This is an optimization exercise on Yosys and OpenROAD, whose aim is small area, a short achievable clock period and few clock cycles per item, not a production implementation.
RTL that was checked went through simulation tests only; none was proved equivalent to the original.
No activity file was given, so power comes from the tool's default toggle rates.

==> run a <==
Design bch_decoder, start of the top module:
module bch_decoder (
    input  logic       clk,
    input  logic       rst_n,
    input  logic       in_valid,
    input  logic [3:0] in_syndrome,
    output logic       out_valid,
    output logic [3:0] out_location
);
clock: 10.0 ns
lec_check: 0
abc_area: 1
cap_margin: 20
core_margin: 2
core_utilization: 40
slew_margin: 20
run.sh (not shown) runs the stock make flow with config.mk's settings and CLKGATE_MAP_FILE= SYNTH_SCRIPT=/design/flow/synth_recipe.tcl, a recipe that flattens the netlist after the stock synthesis.
==> run b: changes against run a <==
--- a/flow/design.v
+++ b/flow/design.v
@@ -4,10 +4,34 @@
     input  logic       in_valid,
     input  logic [3:0] in_syndrome,
     output logic       out_valid,
     output logic [3:0] out_location
 );
+    function automatic logic [1:0] mod3(logic [3:0] x);
+        mod3[0] = (x[0] & x[2] & x[3]) | (x[0] & x[1] & x[2]) | (~x[0] & ~x[1] & x[2] & ~x[3]) | (~x[0] & x[1] & ~x[2] & x[3]) | (x[0] & ~x[1] & ~x[2] & ~x[3]);
+        mod3[1] = (x[1] & x[2] & x[3]) | (x[0] & x[1] & x[3]) | (x[0] & ~x[1] & x[2] & ~x[3]) | (~x[0] & x[1] & ~x[2] & ~x[3]) | (~x[0] & ~x[1] & ~x[2] & x[3]);
+    endfunction
+    function automatic logic [2:0] mod5(logic [3:0] x);
+        mod5[0] = (x[0] & x[1] & ~x[2]) | (x[0] & ~x[2] & ~x[3]) | (x[0] & x[2] & x[3]) | (~x[0] & x[1] & x[2] & ~x[3]) | (~x[0] & ~x[1] & ~x[2] & x[3]);
+        mod5[1] = (~x[1] & x[2] & x[3]) | (x[1] & ~x[2] & ~x[3]) | (~x[0] & ~x[1] & x[3]) | (x[0] & x[1] & ~x[3]);
+        mod5[2] = (x[1] & x[2] & x[3]) | (x[0] & ~x[1] & ~x[2] & x[3]) | (~x[0] & ~x[1] & x[2] & ~x[3]);
+    endfunction
+    function automatic logic [3:0] div3(logic [3:0] x);
+        div3[0] = (x[0] & x[1] & ~x[2]) | (~x[1] & x[2] & ~x[3]) | (x[1] & ~x[2] & x[3]) | (x[0] & ~x[2] & x[3]);
+        div3[1] = (~x[2] & x[3]) | (x[1] & x[2] & ~x[3]);
+        div3[2] = (x[2] & x[3]);
+        div3[3] = 1'b0;
+    endfunction
+    function automatic logic [2:0] add2x5(logic [5:0] x);
+        add2x5[0] = (x[1] & ~x[3] & x[4]) | (~x[1] & ~x[2] & x[3] & ~x[4]) | (~x[0] & ~x[1] & x[3] & x[4]) | (x[0] & ~x[1] & x[5]) | (~x[0] & x[1] & x[5]) | (x[2] & ~x[3] & ~x[4] & ~x[5]) | (x[0] & x[1] & ~x[3] & ~x[5]);
+        add2x5[1] = (x[2] & ~x[3] & ~x[4]) | (x[0] & x[3] & ~x[4]) | (~x[0] & ~x[1] & ~x[2] & x[4]) | (~x[0] & x[1] & x[5]) | (x[0] & ~x[1] & ~x[4] & ~x[5]) | (x[0] & x[1] & ~x[3] & x[4]) | (~x[0] & x[1] & x[3] & x[4]);
+        add2x5[2] = (x[2] & x[3] & ~x[4]) | (x[0] & ~x[1] & ~x[3] & x[4]) | (~x[0] & ~x[1] & ~x[2] & x[5]) | (x[0] & x[1] & x[3] & x[4]) | (~x[0] & x[1] & ~x[3] & ~x[4] & ~x[5]);
+    endfunction
+    function automatic logic [1:0] s5_norm(logic [5:0] x);
+        s5_norm[0] = (x[4] & x[5]) | (x[0] & x[1] & x[2] & x[5]) | (x[0] & x[2] & x[3] & x[5]) | (~x[0] & x[1] & ~x[2] & x[3] & x[5]) | (x[0] & ~x[1] & ~x[2] & x[3] & x[4]) | (x[0] & ~x[1] & ~x[2] & ~x[3] & x[5]) | (x[1] & x[2] & x[3] & ~x[4] & ~x[5]) | (~x[0] & ~x[1] & ~x[2] & ~x[3] & x[4]) | (~x[0] & ~x[1] & x[2] & x[3] & x[4]) | (~x[0] & ~x[1] & x[2] & ~x[3] & x[5]) | (x[0] & x[1] & ~x[2] & ~x[3] & x[4]) | (~x[0] & x[1] & x[2] & ~x[3] & x[4]) | (x[0] & x[1] & x[3] & ~x[4] & ~x[5]) | (~x[0] & x[1] & ~x[2] & ~x[3] & ~x[4] & ~x[5]) | (~x[0] & ~x[1] & ~x[2] & x[3] & ~x[4] & ~x[5]) | (x[0] & ~x[1] & x[2] & ~x[3] & ~x[4] & ~x[5]);
+        s5_norm[1] = (x[4] & x[5]) | (x[1] & x[2] & x[3] & x[4]) | (x[0] & x[1] & x[3] & x[4]) | (~x[0] & x[1] & x[2] & ~x[3] & x[5]) | (~x[0] & ~x[1] & x[2] & x[3] & x[5]) | (x[0] & ~x[1] & x[2] & ~x[3] & x[4]) | (x[0] & x[1] & ~x[2] & ~x[3] & x[5]) | (x[0] & ~x[1] & ~x[2] & x[3] & x[5]) | (~x[0] & x[1] & ~x[2] & ~x[3] & x[4]) | (x[0] & x[2] & x[3] & ~x[4] & ~x[5]) | (~x[0] & ~x[1] & ~x[2] & x[3] & x[4]) | (~x[0] & ~x[1] & ~x[2] & ~x[3] & x[5]) | (x[0] & x[1] & x[2] & ~x[4] & ~x[5]) | (~x[0] & ~x[1] & x[2] & ~x[3] & ~x[4] & ~x[5]) | (~x[0] & x[1] & ~x[2] & x[3] & ~x[4] & ~x[5]) | (x[0] & ~x[1] & ~x[2] & ~x[3] & ~x[4] & ~x[5]);
+    endfunction
     function automatic logic [11:0] rel_tab0(logic [5:0] x);
         rel_tab0[0] = (~x[2] & x[4]) | (x[5]);
         rel_tab0[1] = (~x[0] & x[1]);
         rel_tab0[2] = (~x[1] & x[3]) | (x[2]);
         rel_tab0[3] = (x[4] & x[5]) | (x[0] & x[3]);
@@ -59,55 +83,10 @@
         rel_tab3[7] = (~x[0] & x[4]) | (x[2]) | (x[0] & x[3]) | (x[0] & x[1] & ~x[4]);
         rel_tab3[8] = (x[4]) | (~x[0] & x[3]) | (~x[0] & x[1]) | (x[0] & ~x[1] & ~x[3]);
         rel_tab3[9] = (x[3]) | (x[1] & ~x[4]) | (~x[0] & ~x[1] & ~x[2]) | (x[0] & x[4]);
         rel_tab3[10] = (x[0]) | (x[4]) | (x[2] & ~x[3]) | (~x[2] & x[3]);
         rel_tab3[11] = (~x[4]) | (~x[0]);
-    endfunction
-    function automatic logic [1:0] mod3(logic [3:0] x);
-        case (x)
-            4'd0, 4'd3, 4'd6, 4'd9, 4'd12:  mod3 = 2'd0;
-            4'd1, 4'd4, 4'd7, 4'd10, 4'd13: mod3 = 2'd1;
-            4'd2, 4'd5, 4'd8, 4'd11, 4'd14: mod3 = 2'd2;
-            default:                        mod3 = 2'd3;
-        endcase
-    endfunction
-    function automatic logic [2:0] mod5(logic [3:0] x);
-        case (x)
-            4'd0, 4'd5, 4'd10: mod5 = 3'd0;
-            4'd1, 4'd6, 4'd11: mod5 = 3'd1;
-            4'd2, 4'd7, 4'd12: mod5 = 3'd2;
-            4'd3, 4'd8, 4'd13: mod5 = 3'd3;
-            default:           mod5 = 3'd4;
-        endcase
-    endfunction
-    function automatic logic [3:0] div3(logic [3:0] x);
-        case (x)
-            4'd3, 4'd4, 4'd5:    div3 = 4'd1;
-            4'd6, 4'd7, 4'd8:    div3 = 4'd2;
-            4'd9, 4'd10, 4'd11:  div3 = 4'd3;
-            4'd12, 4'd13, 4'd14: div3 = 4'd4;
-            default:             div3 = 4'd0;
-        endcase
-    endfunction
-    function automatic logic [2:0] add2x5(logic [2:0] a, logic [2:0] b);
-        logic [2:0] t;
-        case (b)
-            3'd0: t = a;
-            3'd1: t = (a == 3'd3) ? 3'd0 : (a == 3'd4) ? 3'd1 : a + 3'd2;
-            3'd2: t = (a == 3'd0) ? 3'd4 : a - 3'd1;
-            3'd3: t = (a == 3'd4) ? 3'd0 : a + 3'd1;
-            default: t = (a <= 3'd1) ? a + 3'd3 : a - 3'd2;
-        endcase
-        add2x5 = t;
-    endfunction
-    function automatic logic [1:0] s5_norm(logic [1:0] i, logic [3:0] rot);
-        logic [1:0] m;
-        m = mod3(rot);
-        if (i == 2'd3)      s5_norm = 2'd3;
-        else if (m == 2'd0) s5_norm = i;
-        else if (m == 2'd1) s5_norm = (i == 2'd0) ? 2'd2 : i - 2'd1;
-        else                s5_norm = (i == 2'd2) ? 2'd0 : i + 2'd1;
     endfunction
     function automatic logic wraps(logic [3:0] a, logic [3:0] b);
         logic [3:0] g, p;
         g = a & b;
         p = a | b;
@@ -153,28 +132,42 @@
     logic [3:0]  s5sel;     
     logic [11:0] rel;       
     logic [11:0] relk;      
     always_comb begin
         logic [1:0] s5n;
-        s5n   = s5_norm(in_syndrome[1:0], ra);
+        s5n   = s5_norm({in_syndrome[1:0], ra});
         s5sel = {s5n == 2'd3, s5n == 2'd2, s5n == 2'd1, s5n == 2'd0};
         relk  = ({12{s5sel[0]}} & rel_tab0({flag, rb, rc}))
               | ({12{s5sel[1]}} & rel_tab1({flag, rb, rc}))
               | ({12{s5sel[2]}} & rel_tab2({flag, rb, rc}))
               | ({12{s5sel[3]}} & rel_tab3({flag, rb, rc}));
+    end
+    logic [3:0]  ra4, rb4;
+    logic        rc4;
+    always_comb begin
+        logic [2:0] c;
+        c = add2x5({mod5(rb), mod5(ra)});
+        if (&ra) begin                        
+            ra4 = (&rb) ? 4'd0 : div3(rb);
+            c   = 3'd0;
+        end else begin
+            ra4 = ra;
+            if (&rb) c = 3'd0;
+        end
+        rb4  = {mod3(rb), c[2:1]};
+        rc4  = c[0];
     end
     always_ff @(posedge clk) begin
         if (in_valid) begin
             case (cnt)
                 3'd0: ra <= in_syndrome;
                 3'd2: rb <= in_syndrome;
                 3'd3: begin
                     flag <= &ra;
-                    if (&ra) ra <= (&rb) ? 4'd0 : div3(rb);
-                    rb <= {mod3(rb), 2'b00};
-                    rc <= 1'b0;
-                    if (!(&ra) && !(&rb)) {rb[1:0], rc} <= add2x5(mod5(rb), mod5(ra));
+                    ra   <= ra4;
+                    rb   <= rb4;
+                    rc   <= rc4;
                 end
                 3'd4: rel <= relk;
                 default: ;
             endcase
         end
==> reports/qor.txt <==
STATUS
-----------------------------------------------------------------
Run status ......................................... complete, no violations

DRT
-----------------------------------------------------------------
Routed length on met1 ..............................      3900 µm
Final routed wirelength across all metal layers ....      8650 µm

POWER
-----------------------------------------------------------------
Combinational gate power ...........................       523 µW
Share of power burned in registers .................        26.3%

CRITICAL PATH
-----------------------------------------------------------------
Path length in cells of the critical path ..........           11

TIMING
-----------------------------------------------------------------
Smallest hold slack ................................       664 ps

LAYOUT
-----------------------------------------------------------------
Synth-to-Final Area Change .........................        8.21%
Flip-flop and latch share of the layout cell area ..        25.2%

SYNTH
-----------------------------------------------------------------
Share of the synthesized area in the top cell type .        21.0%
FFs w/ async S/R, synth ............................        26.7%
Adder-cell share of the synthesized area ...........        5.40%
Simple-gate share of the synthesized area ..........        31.9%

FLOORPLANNING
-----------------------------------------------------------------
Standard-cell row count ............................           32
Initial standard-cell utilization of the core ......        41.0%

[end of results for run b]
==> reports/qor.txt <==
TIMING
-----------------------------------------------------------------
Smallest hold slack ................................       536 ps

LAYOUT
-----------------------------------------------------------------
Flip-flop and latch share of the layout cell area ..        27.9%
Synth-to-Final Area Change .........................        9.10%
Multi-input combinational gate total ...............          401

DRT
-----------------------------------------------------------------
Routed length on met1 ..............................      4210 µm
DR iter-0 viols ....................................          217
Final routed wirelength across all metal layers ....      9390 µm

FLOORPLANNING
-----------------------------------------------------------------
Standard-cell row count ............................           35
Initial standard-cell utilization of the core ......        40.6%

SYNTH
-----------------------------------------------------------------
FFs w/ async S/R, synth ............................        18.6%
Simple-gate share of the synthesized area ..........        30.5%
Adder-cell share of the synthesized area ...........        9.71%
Share of the synthesized area in the top cell type .        17.9%

POWER
-----------------------------------------------------------------
Share of power burned in registers .................        29.1%
Combinational gate power ...........................       641 µW

CRITICAL PATH
-----------------------------------------------------------------
Path length in cells of the critical path ..........           14

STATUS
-----------------------------------------------------------------
Run status ......................................... complete, no violations

[end of results for run a]
Testbench counts of run b, summed over its fixed seeds: cycles 19,200, blocks 2,400.
The RTL of run a was laid out without a check of its function.

re-timing with driven ports:
How much do the figures lean on ideal ports? The routed layouts below were timed once more, with nothing changed but the port constraints.
Step 1, drivers: a clkbuf_16 drives clk and a buf_2 each remaining input, both assumed.
Step 2 times the ports against the registers' clock, not the clock port: input delays grow and output delays shrink by t, the midpoint of the rising clock arrivals with the driver on.
Slacks: no drivers / after step 1 / after step 2; pairs: no drivers / after step 1.
run	t (ns)	setup WS [ns]	hold slack, ns	worst register clock-pin slew, ns	worst data-port slew with drivers (ns)
run a	0.331	5.586 / 5.594 / 5.264	0.536 / 0.536 / 0.536	0.09 / 0.09	0.03
run b	0.309	6.018 / 6.026 / 5.716	0.664 / 0.664 / 0.664	0.07 / 0.07	0.03
After both steps setup and hold are still met in every run listed. For run a, which loses most, drivers alone change the setup slack by +0.008 ns; drivers and shift together by -0.322 ns.
